Source: an optimization exercise on an open RTL-to-GDS flow (aim: small area, a short achievable clock period and few clock cycles). Production flows keep margins and buffers that such runs may drop.
Only simulation tests tie the RTL to the original design; equivalence was not proved.

// calculatorTop
module calculatorTop (
	input  logic        clk,
	input  logic        rst_n,
	input  logic        keyReq,
	input  logic [3:0]  keyCode,
	output logic        keyAck,
	output logic        resReq,
	input  logic        resAck,
	output logic        resSign,
	output logic [23:0] resMagnitude,
	output logic [3:0]  resDigits,
	output logic        resError
);
Settings: LEC_CHECK=0, CAP_MARGIN=20, CORE_MARGIN=2, CORE_UTILIZATION=40, CTS_BUF_LIST=sky130_fd_sc_hd__clkbuf_8, CTS_CLUSTER_SIZE=12, SLEW_MARGIN=20, SYNTH_HIERARCHICAL=1; clock period 80.0 ns.
standard.sh (not shown) runs the stock make flow with config.mk's settings and CLKGATE_MAP_FILE= SYNTH_SCRIPT=/design/flow/synth_recipe.tcl, a recipe that flattens the netlist after the stock synthesis.
==> flow/flow/run.sh <==
#!/bin/bash
# The standard layout, with the port buffers made of plain buffers
# instead of the delay cells the resizer picks by default.
set -euo pipefail
export BUFFER_PORTS_ARGS="-buffer_cell sky130_fd_sc_hd__buf_2"
bash standard.sh > standard.log 2>&1
Testbench counts at the start, summed over its fixed seeds: cycles 34,751.
Rerun with:
==> flow/run.sh (new file) <==
#!/bin/bash
# synth_recipe.tcl (not shown) runs the flow's synth.tcl, then flattens the netlist and writes it again
# the make line also repeats each setting of config.mk as NAME=value (left out here)
make -C /OpenROAD-flow-scripts/flow DESIGN_CONFIG=/design/flow/config.mk WORK_HOME=/design/flow/orfs CLKGATE_MAP_FILE= SYNTH_SCRIPT=/design/flow/synth_recipe.tcl finish
--- a/flow/config.mk
+++ b/flow/config.mk
@@ -10,5 +10,5 @@
 export CORE_UTILIZATION = 40
 export CTS_BUF_LIST = sky130_fd_sc_hd__clkbuf_8
-export CTS_CLUSTER_SIZE = 12
+export CTS_CLUSTER_SIZE = 30
 export SLEW_MARGIN = 20
 export SYNTH_HIERARCHICAL = 1
removed: flow/flow/run.sh
removed: flow/standard.sh
Result: The new run completed with no timing, DRC or antenna violations. Non-clock buffer count rises by 1. Sequential share of layout area falls by 0.34 points. Worst setup slack got worse by 0.38 ns. Core utilization rises by 0.52 points. Design area rises slightly.
Rerun with:
==> flow/flow/run.sh (new file) <==
#!/bin/bash
# The standard layout, with the port buffers made of plain buffers
# instead of the delay cells the resizer picks by default.
set -euo pipefail
export BUFFER_PORTS_ARGS="-buffer_cell sky130_fd_sc_hd__buf_2"
bash standard.sh > standard.log 2>&1
==> flow/standard.sh (new file) <==
#!/bin/bash
# synth_recipe.tcl (not shown) runs the flow's synth.tcl, then flattens the netlist and writes it again
# the make line also repeats each setting of config.mk as NAME=value (left out here)
make -C /OpenROAD-flow-scripts/flow DESIGN_CONFIG=/design/flow/config.mk WORK_HOME=/design/flow/orfs CLKGATE_MAP_FILE= SYNTH_SCRIPT=/design/flow/synth_recipe.tcl "${@:-finish}"
--- a/flow/config.mk
+++ b/flow/config.mk
@@ -9,5 +9,5 @@
 export CORE_MARGIN = 2
 export CORE_UTILIZATION = 40
-export CTS_BUF_LIST = sky130_fd_sc_hd__clkbuf_8
+export CTS_BUF_LIST = sky130_fd_sc_hd__clkbuf_8 sky130_fd_sc_hd__clkbuf_16
 export CTS_CLUSTER_SIZE = 30
 export SLEW_MARGIN = 20
removed: flow/run.sh
What happened: The changed run passed the timing, design-rule and antenna checks. Via count came out lower by 0.73%. Count of clock-buffer cells in the layout does not change. Final area came out higher by about 0.35%.
Rerun with:
--- a/flow/config.mk
+++ b/flow/config.mk
@@ -8,7 +8,8 @@
 export CAP_MARGIN = 20
 export CORE_MARGIN = 2
-export CORE_UTILIZATION = 40
-export CTS_BUF_LIST = sky130_fd_sc_hd__clkbuf_8 sky130_fd_sc_hd__clkbuf_16
+export CORE_UTILIZATION = 65
+export CTS_BUF_LIST = sky130_fd_sc_hd__clkbuf_8
 export CTS_CLUSTER_SIZE = 30
+export PLACE_DENSITY = 0.75
 export SLEW_MARGIN = 20
 export SYNTH_HIERARCHICAL = 1
What happened: The new run ran to the end with no violations; routed wire length is lower by a few percent; non-clock buffer count drops by 5; global-route usage rises by 15 points; via count is higher by a few percent; cell count fell by roughly a tenth.

---

Another version of the RTL of calculatorTop (not shown whole).
For scale: roughly 1600 cells after synthesis, roughly 160 flip-flops, about 0.013 mm^2 of cells after synthesis.
export LEC_CHECK = 0
export CAP_MARGIN = 20
export CORE_MARGIN = 2
export CORE_UTILIZATION = 40
export SLEW_MARGIN = 20
create_clock -name core_clock -period 80.0 [get_ports {clk}]
run.sh (not shown) runs the stock make flow with config.mk's settings and CLKGATE_MAP_FILE= SYNTH_SCRIPT=/design/flow/synth_recipe.tcl, a recipe that flattens the netlist after the stock synthesis.
Stock flow here: none of the scripts above is used.
The first run finished with timing, DRC and antenna clean.
Testbench counts at the start, summed over its fixed seeds: cycles 35,324.
Rerun with:
- ABC_AREA: not set -> 1
- CAP_MARGIN: 20 -> 0
- GPL_TIMING_DRIVEN: not set -> 0
- SLEW_MARGIN: 20 -> 0
Count of clock-buffer cells in the layout goes down by 4.
Synthesized cell count goes up by 15%.
Non-clock buffer count goes up by 73.

---

Setup of oak:
Another version of the RTL of calculatorTop (not shown whole).
Size: ~1400 cells after synthesis, roughly 160 flip-flops, roughly 40 I/O pins, ~12000 um^2 of cells after synthesis.
==> flow/config.mk <==
export PLATFORM = sky130hd
export DESIGN_NAME = calculatorTop
export DESIGN_NICKNAME = calculatorTop
export VERILOG_FILES = /design/flow/design.v
export SDC_FILE = /design/flow/constraint.sdc
export NUM_CORES = 4
export LEC_CHECK = 0
export CAP_MARGIN = 20
export CORE_MARGIN = 2
export CORE_UTILIZATION = 65
export CTS_BUF_LIST = sky130_fd_sc_hd__clkbuf_8
export CTS_CLUSTER_SIZE = 30
export PLACE_DENSITY = 0.75
export SLEW_MARGIN = 20
export SYNTH_HIERARCHICAL = 1
==> flow/constraint.sdc <==
create_clock -name core_clock -period 80.0 [get_ports {clk}]
set_input_delay 16.0000 -clock core_clock [delete_from_list [all_inputs] [get_ports {clk}]]
set_output_delay 16.0000 -clock core_clock [all_outputs]
set_load 0.01 [all_outputs]
standard.sh (not shown) runs the stock make flow with config.mk's settings and CLKGATE_MAP_FILE= SYNTH_SCRIPT=/design/flow/synth_recipe.tcl, a recipe that flattens the netlist after the stock synthesis.
==> flow/flow/run.sh <==
#!/bin/bash
# The standard layout, with the port buffers made of plain buffers
# instead of the delay cells the resizer picks by default, and the timing
# repair asked to work on the paths that set the achieved period (the
# 80 ns clock leaves them about 63 ns of slack) with any cell size.
set -euo pipefail
export BUFFER_PORTS_ARGS="-buffer_cell sky130_fd_sc_hd__buf_2"
export SETUP_SLACK_MARGIN=63.4
export MATCH_CELL_FOOTPRINT=0
bash standard.sh > standard.log 2>&1
Testbench counts of oak, summed over its fixed seeds: cycles 34,221.
### oak -> pine
==> flow/flow/run.sh <==
#!/bin/bash
# The standard layout, with the port buffers made of plain buffers
# instead of the delay cells the resizer picks by default.
set -euo pipefail
export BUFFER_PORTS_ARGS="-buffer_cell sky130_fd_sc_hd__buf_2"
bash standard.sh > standard.log 2>&1
Notes after the runs:
Taking oak as the reference, in pine number of nets in the final layout now smaller. Status: wire length of the first global-routing pass parity (oak, pine). Summary of pine over oak: final cell count now sits lower; wire length now sits lower; first-pass detailed-route iteration total now sits higher.
[inputs] birch vs pine
==> flow/flow/run.sh <==
#!/bin/bash
# The standard layout, with the port buffers made of plain buffers
# instead of the delay cells the resizer picks by default, and a clock tree
# without the dummy loads CTS adds to even out its branches.
set -euo pipefail
export BUFFER_PORTS_ARGS="-buffer_cell sky130_fd_sc_hd__buf_2"
export CTS_ARGS="-sink_clustering_enable -repair_clock_nets -sink_clustering_size 30 -buf_list sky130_fd_sc_hd__clkbuf_8 -dont_use_dummy_load"
bash standard.sh > standard.log 2>&1
==> comparison <==
- The minimum period implied by the final worst setup slack number comes out lower for birch vs pine.
- Relative to pine, core utilization of the finished layout has gone down in birch.
- Relative to pine, birch improves setup slack.
- Delta (birch minus pine): wire length went up 220 um, final routed wire length divided by cell count shows an increase of 1.5%.
- Looking at pine and birch, the maximum cell stage delay along the critical path is a wash.
- Clock-cell share of area, pine and birch: higher on pine
- Between birch and pine, it is birch whose register share of the cell area is higher, by 0.46 points.

---

rev 12:
calculatorTop with an RTL version that a note above also has.
Size: roughly 160 flip-flops, about 40 I/O pins, about 12000 µm² of cells after synthesis.
Settings: LEC_CHECK=0, CAP_MARGIN=20, CORE_MARGIN=2, CORE_UTILIZATION=40, CTS_BUF_LIST=sky130_fd_sc_hd__clkbuf_8, CTS_CLUSTER_SIZE=30, SLEW_MARGIN=20, SYNTH_HIERARCHICAL=1; clock period 80.0 ns.
==> flow/flow/run.sh <==
#!/bin/bash
# The standard layout, with the port buffers made of plain buffers
# instead of the delay cells the resizer picks by default.
set -euo pipefail
export BUFFER_PORTS_ARGS="-buffer_cell sky130_fd_sc_hd__buf_2"
bash standard.sh > standard.log 2>&1
Testbench counts of rev 12, summed over its fixed seeds: cycles 34,751.
Changes in rev 13 relative to rev 12:
# rev 12
export LEC_CHECK = 0
export CAP_MARGIN = 20
export CORE_MARGIN = 2
export CORE_UTILIZATION = 40
export CTS_BUF_LIST = sky130_fd_sc_hd__clkbuf_8
export CTS_CLUSTER_SIZE = 30
export SLEW_MARGIN = 20
export SYNTH_HIERARCHICAL = 1
create_clock -name core_clock -period 80.0 [get_ports {clk}]
# rev 13
export LEC_CHECK = 0
export CAP_MARGIN = 20
export CORE_MARGIN = 2
export CORE_UTILIZATION = 40
export CTS_BUF_LIST = sky130_fd_sc_hd__clkbuf_16
export CTS_CLUSTER_DIAMETER = 200
export CTS_CLUSTER_SIZE = 50
export SLEW_MARGIN = 20
export SYNTH_HIERARCHICAL = 1
create_clock -name core_clock -period 80.0 [get_ports {clk}]
==> flow/run.sh (new file) <==
#!/bin/bash
# synth_recipe.tcl (not shown) runs the flow's synth.tcl, then flattens the netlist and writes it again
# the make line also repeats each setting of config.mk as NAME=value (left out here)
make -C /OpenROAD-flow-scripts/flow DESIGN_CONFIG=/design/flow/config.mk WORK_HOME=/design/flow/orfs CLKGATE_MAP_FILE= SYNTH_SCRIPT=/design/flow/synth_recipe.tcl finish
removed: flow/flow/run.sh
removed: flow/standard.sh
Findings:
Min share of the core filled with cells in the final layout across rev 12 and rev 13: rev 12. On routing usage on met1, rev 12 tracks rev 13 almost exactly. Rev 12 -> rev 13: clock buffer instance count of the final layout delta 0, exact match. Compared with rev 12, in rev 13 clock buffer and inverter area fraction after layout higher; final cell count about even; layout-stage area growth over the synthesis result rose 2.9 points.

---

calculatorTop, a different RTL version from the one above (not shown whole).
For scale: ~1,400 cells after synthesis, roughly 40 I/O pins.
==> flow/design.v (excerpt) <==
module calculatorTop (
	input  logic        clk,
	input  logic        rst_n,
	input  logic        keyReq,
	input  logic [3:0]  keyCode,
	output logic        keyAck,
	output logic        resReq,
	input  logic        resAck,
	output logic        resSign,
	output logic [23:0] resMagnitude,
	output logic [3:0]  resDigits,
	output logic        resError
);
clock: 80.0 ns
lec_check: 0
cap_margin: 20
core_margin: 2
core_utilization: 40
cts_buf_list: sky130_fd_sc_hd__clkbuf_8
cts_cluster_size: 30
slew_margin: 20
run.sh (not shown) runs the stock make flow with config.mk's settings and CLKGATE_MAP_FILE= SYNTH_SCRIPT=/design/flow/synth_recipe.tcl, a recipe that flattens the netlist after the stock synthesis.
Stock flow here: none of the scripts above is used.
Testbench counts at the start, summed over its fixed seeds: cycles 34,751.
Change:
Settings changed: CTS_BUF_LIST sky130_fd_sc_hd__clkbuf_8 to default, CTS_CLUSTER_SIZE 30 to default.
Effect: Final cell count stays the same; setup slack gains 57 ps; clock-buffer cell count rises by 2; fmax rises by 0.33%; first-iteration DRC count falls by 2.1%.

---

calculatorTop, a different RTL version from the one above (not shown whole).
Size in the first run: roughly 1300 cells after synthesis, ~160 flip-flops, about 40 I/O pins, roughly 0.012 mm² of cells after synthesis.
Design calculatorTop, start of the top module:
module calculatorTop (
	input  logic        clk,
	input  logic        rst_n,
	input  logic        keyReq,
	input  logic [3:0]  keyCode,
	output logic        keyAck,
	output logic        resReq,
	input  logic        resAck,
	output logic        resSign,
	output logic [23:0] resMagnitude,
	output logic [3:0]  resDigits,
	output logic        resError
);
Settings: LEC_CHECK=0, CAP_MARGIN=20, CORE_MARGIN=2, CORE_UTILIZATION=70, CTS_BUF_LIST=sky130_fd_sc_hd__clkbuf_8, CTS_CLUSTER_SIZE=30, PLACE_DENSITY=0.8, SLEW_MARGIN=20, SYNTH_HIERARCHICAL=1; clock period 80.0 ns.
standard.sh (not shown) runs the stock make flow with config.mk's settings and CLKGATE_MAP_FILE= SYNTH_SCRIPT=/design/flow/synth_recipe.tcl, a recipe that flattens the netlist after the stock synthesis.
==> flow/flow/run.sh <==
#!/bin/bash
# The standard layout, with the port buffers made of plain buffers
# instead of the delay cells the resizer picks by default, and a clock tree
# without the dummy loads CTS adds to even out its branches.
set -euo pipefail
export BUFFER_PORTS_ARGS="-buffer_cell sky130_fd_sc_hd__buf_2"
export CTS_ARGS="-sink_clustering_enable -repair_clock_nets -sink_clustering_size 30 -buf_list sky130_fd_sc_hd__clkbuf_8 -dont_use_dummy_load"
bash standard.sh > standard.log 2>&1
The starting point ran to the end with no violations.
Testbench counts at the start, summed over its fixed seeds: cycles 34,221.
Edit:
CORE_UTILIZATION = 65   (was 70)
PLACE_DENSITY = 0.75   (was 0.8)
Effect: The new run produced a clean layout; sequential cell count stays the same; cell count grows slightly; utilization went down by 5.4 points; via count went down slightly; worst setup slack improved by 0.022 ns; non-clock buffer count went up by 2; clock-buffer cell count stays the same; maximum frequency barely changes.

## re-timing with driven ports
The results above use ideal ports. As a check the final layouts listed here were re-extracted and re-timed, cells and wires unchanged. Step 1 (the two cells are an assumption about what drives the block):
set clk [get_ports {clk}]
set_driving_cell -lib_cell sky130_fd_sc_hd__clkbuf_16 $clk
set_driving_cell -lib_cell sky130_fd_sc_hd__buf_2 [delete_from_list [all_inputs] $clk]
Step 2 moves the port delays by t, midway between the first and last clock arrival at a register: inputs arrive t later, outputs are due t later. That takes back most of the time a late clock gives input paths. Slacks: ideal / step 1 / step 2; pairs: ideal / step 1.
run | t, ns | slack for setup (ns) | worst register clock-pin slew, ns
the first run of note 1 | 0.531 | 62.795 / 62.745 / 62.939 | 0.12 / 0.12
the second run of note 1 | 0.524 | 62.416 / 62.369 / 62.565 | 0.11 / 0.11
the third run of note 1 | 0.487 | 62.854 / 62.801 / 62.927 | 0.09 / 0.09
the fourth run of note 1 | 0.524 | 62.802 / 62.756 / 62.969 | 0.10 / 0.10
the first run of note 2 | 0.499 | 62.440 / 62.388 / 62.367 | 0.08 / 0.08
the second run of note 2 | 0.518 | 62.388 / 62.332 / 62.411 | 0.08 / 0.08
oak | 0.524 | 62.960 / 62.915 / 63.281 | 0.10 / 0.10
pine | 0.514 | 62.752 / 62.710 / 62.966 | 0.10 / 0.10
birch | 0.497 | 62.781 / 62.741 / 62.968 | 0.10 / 0.10
rev 12 | 0.531 | 62.795 / 62.745 / 62.939 | 0.12 / 0.12
rev 13 | 0.489 | 62.461 / 62.410 / 62.559 | 0.08 / 0.08
the first run of note 5 | 0.530 | 62.398 / 62.352 / 62.525 | 0.11 / 0.11
the second run of note 5 | 0.492 | 62.455 / 62.404 / 62.531 | 0.08 / 0.08
the first run of note 6 | 0.512 | 62.910 / 62.867 / 63.058 | 0.10 / 0.10
the second run of note 6 | 0.512 | 62.932 / 62.890 / 63.030 | 0.10 / 0.10
After both steps every run listed still meets setup and hold. The setup slack of the first run of note 2, which loses most, moves by -0.052 ns with the drivers and by -0.073 ns with both steps.
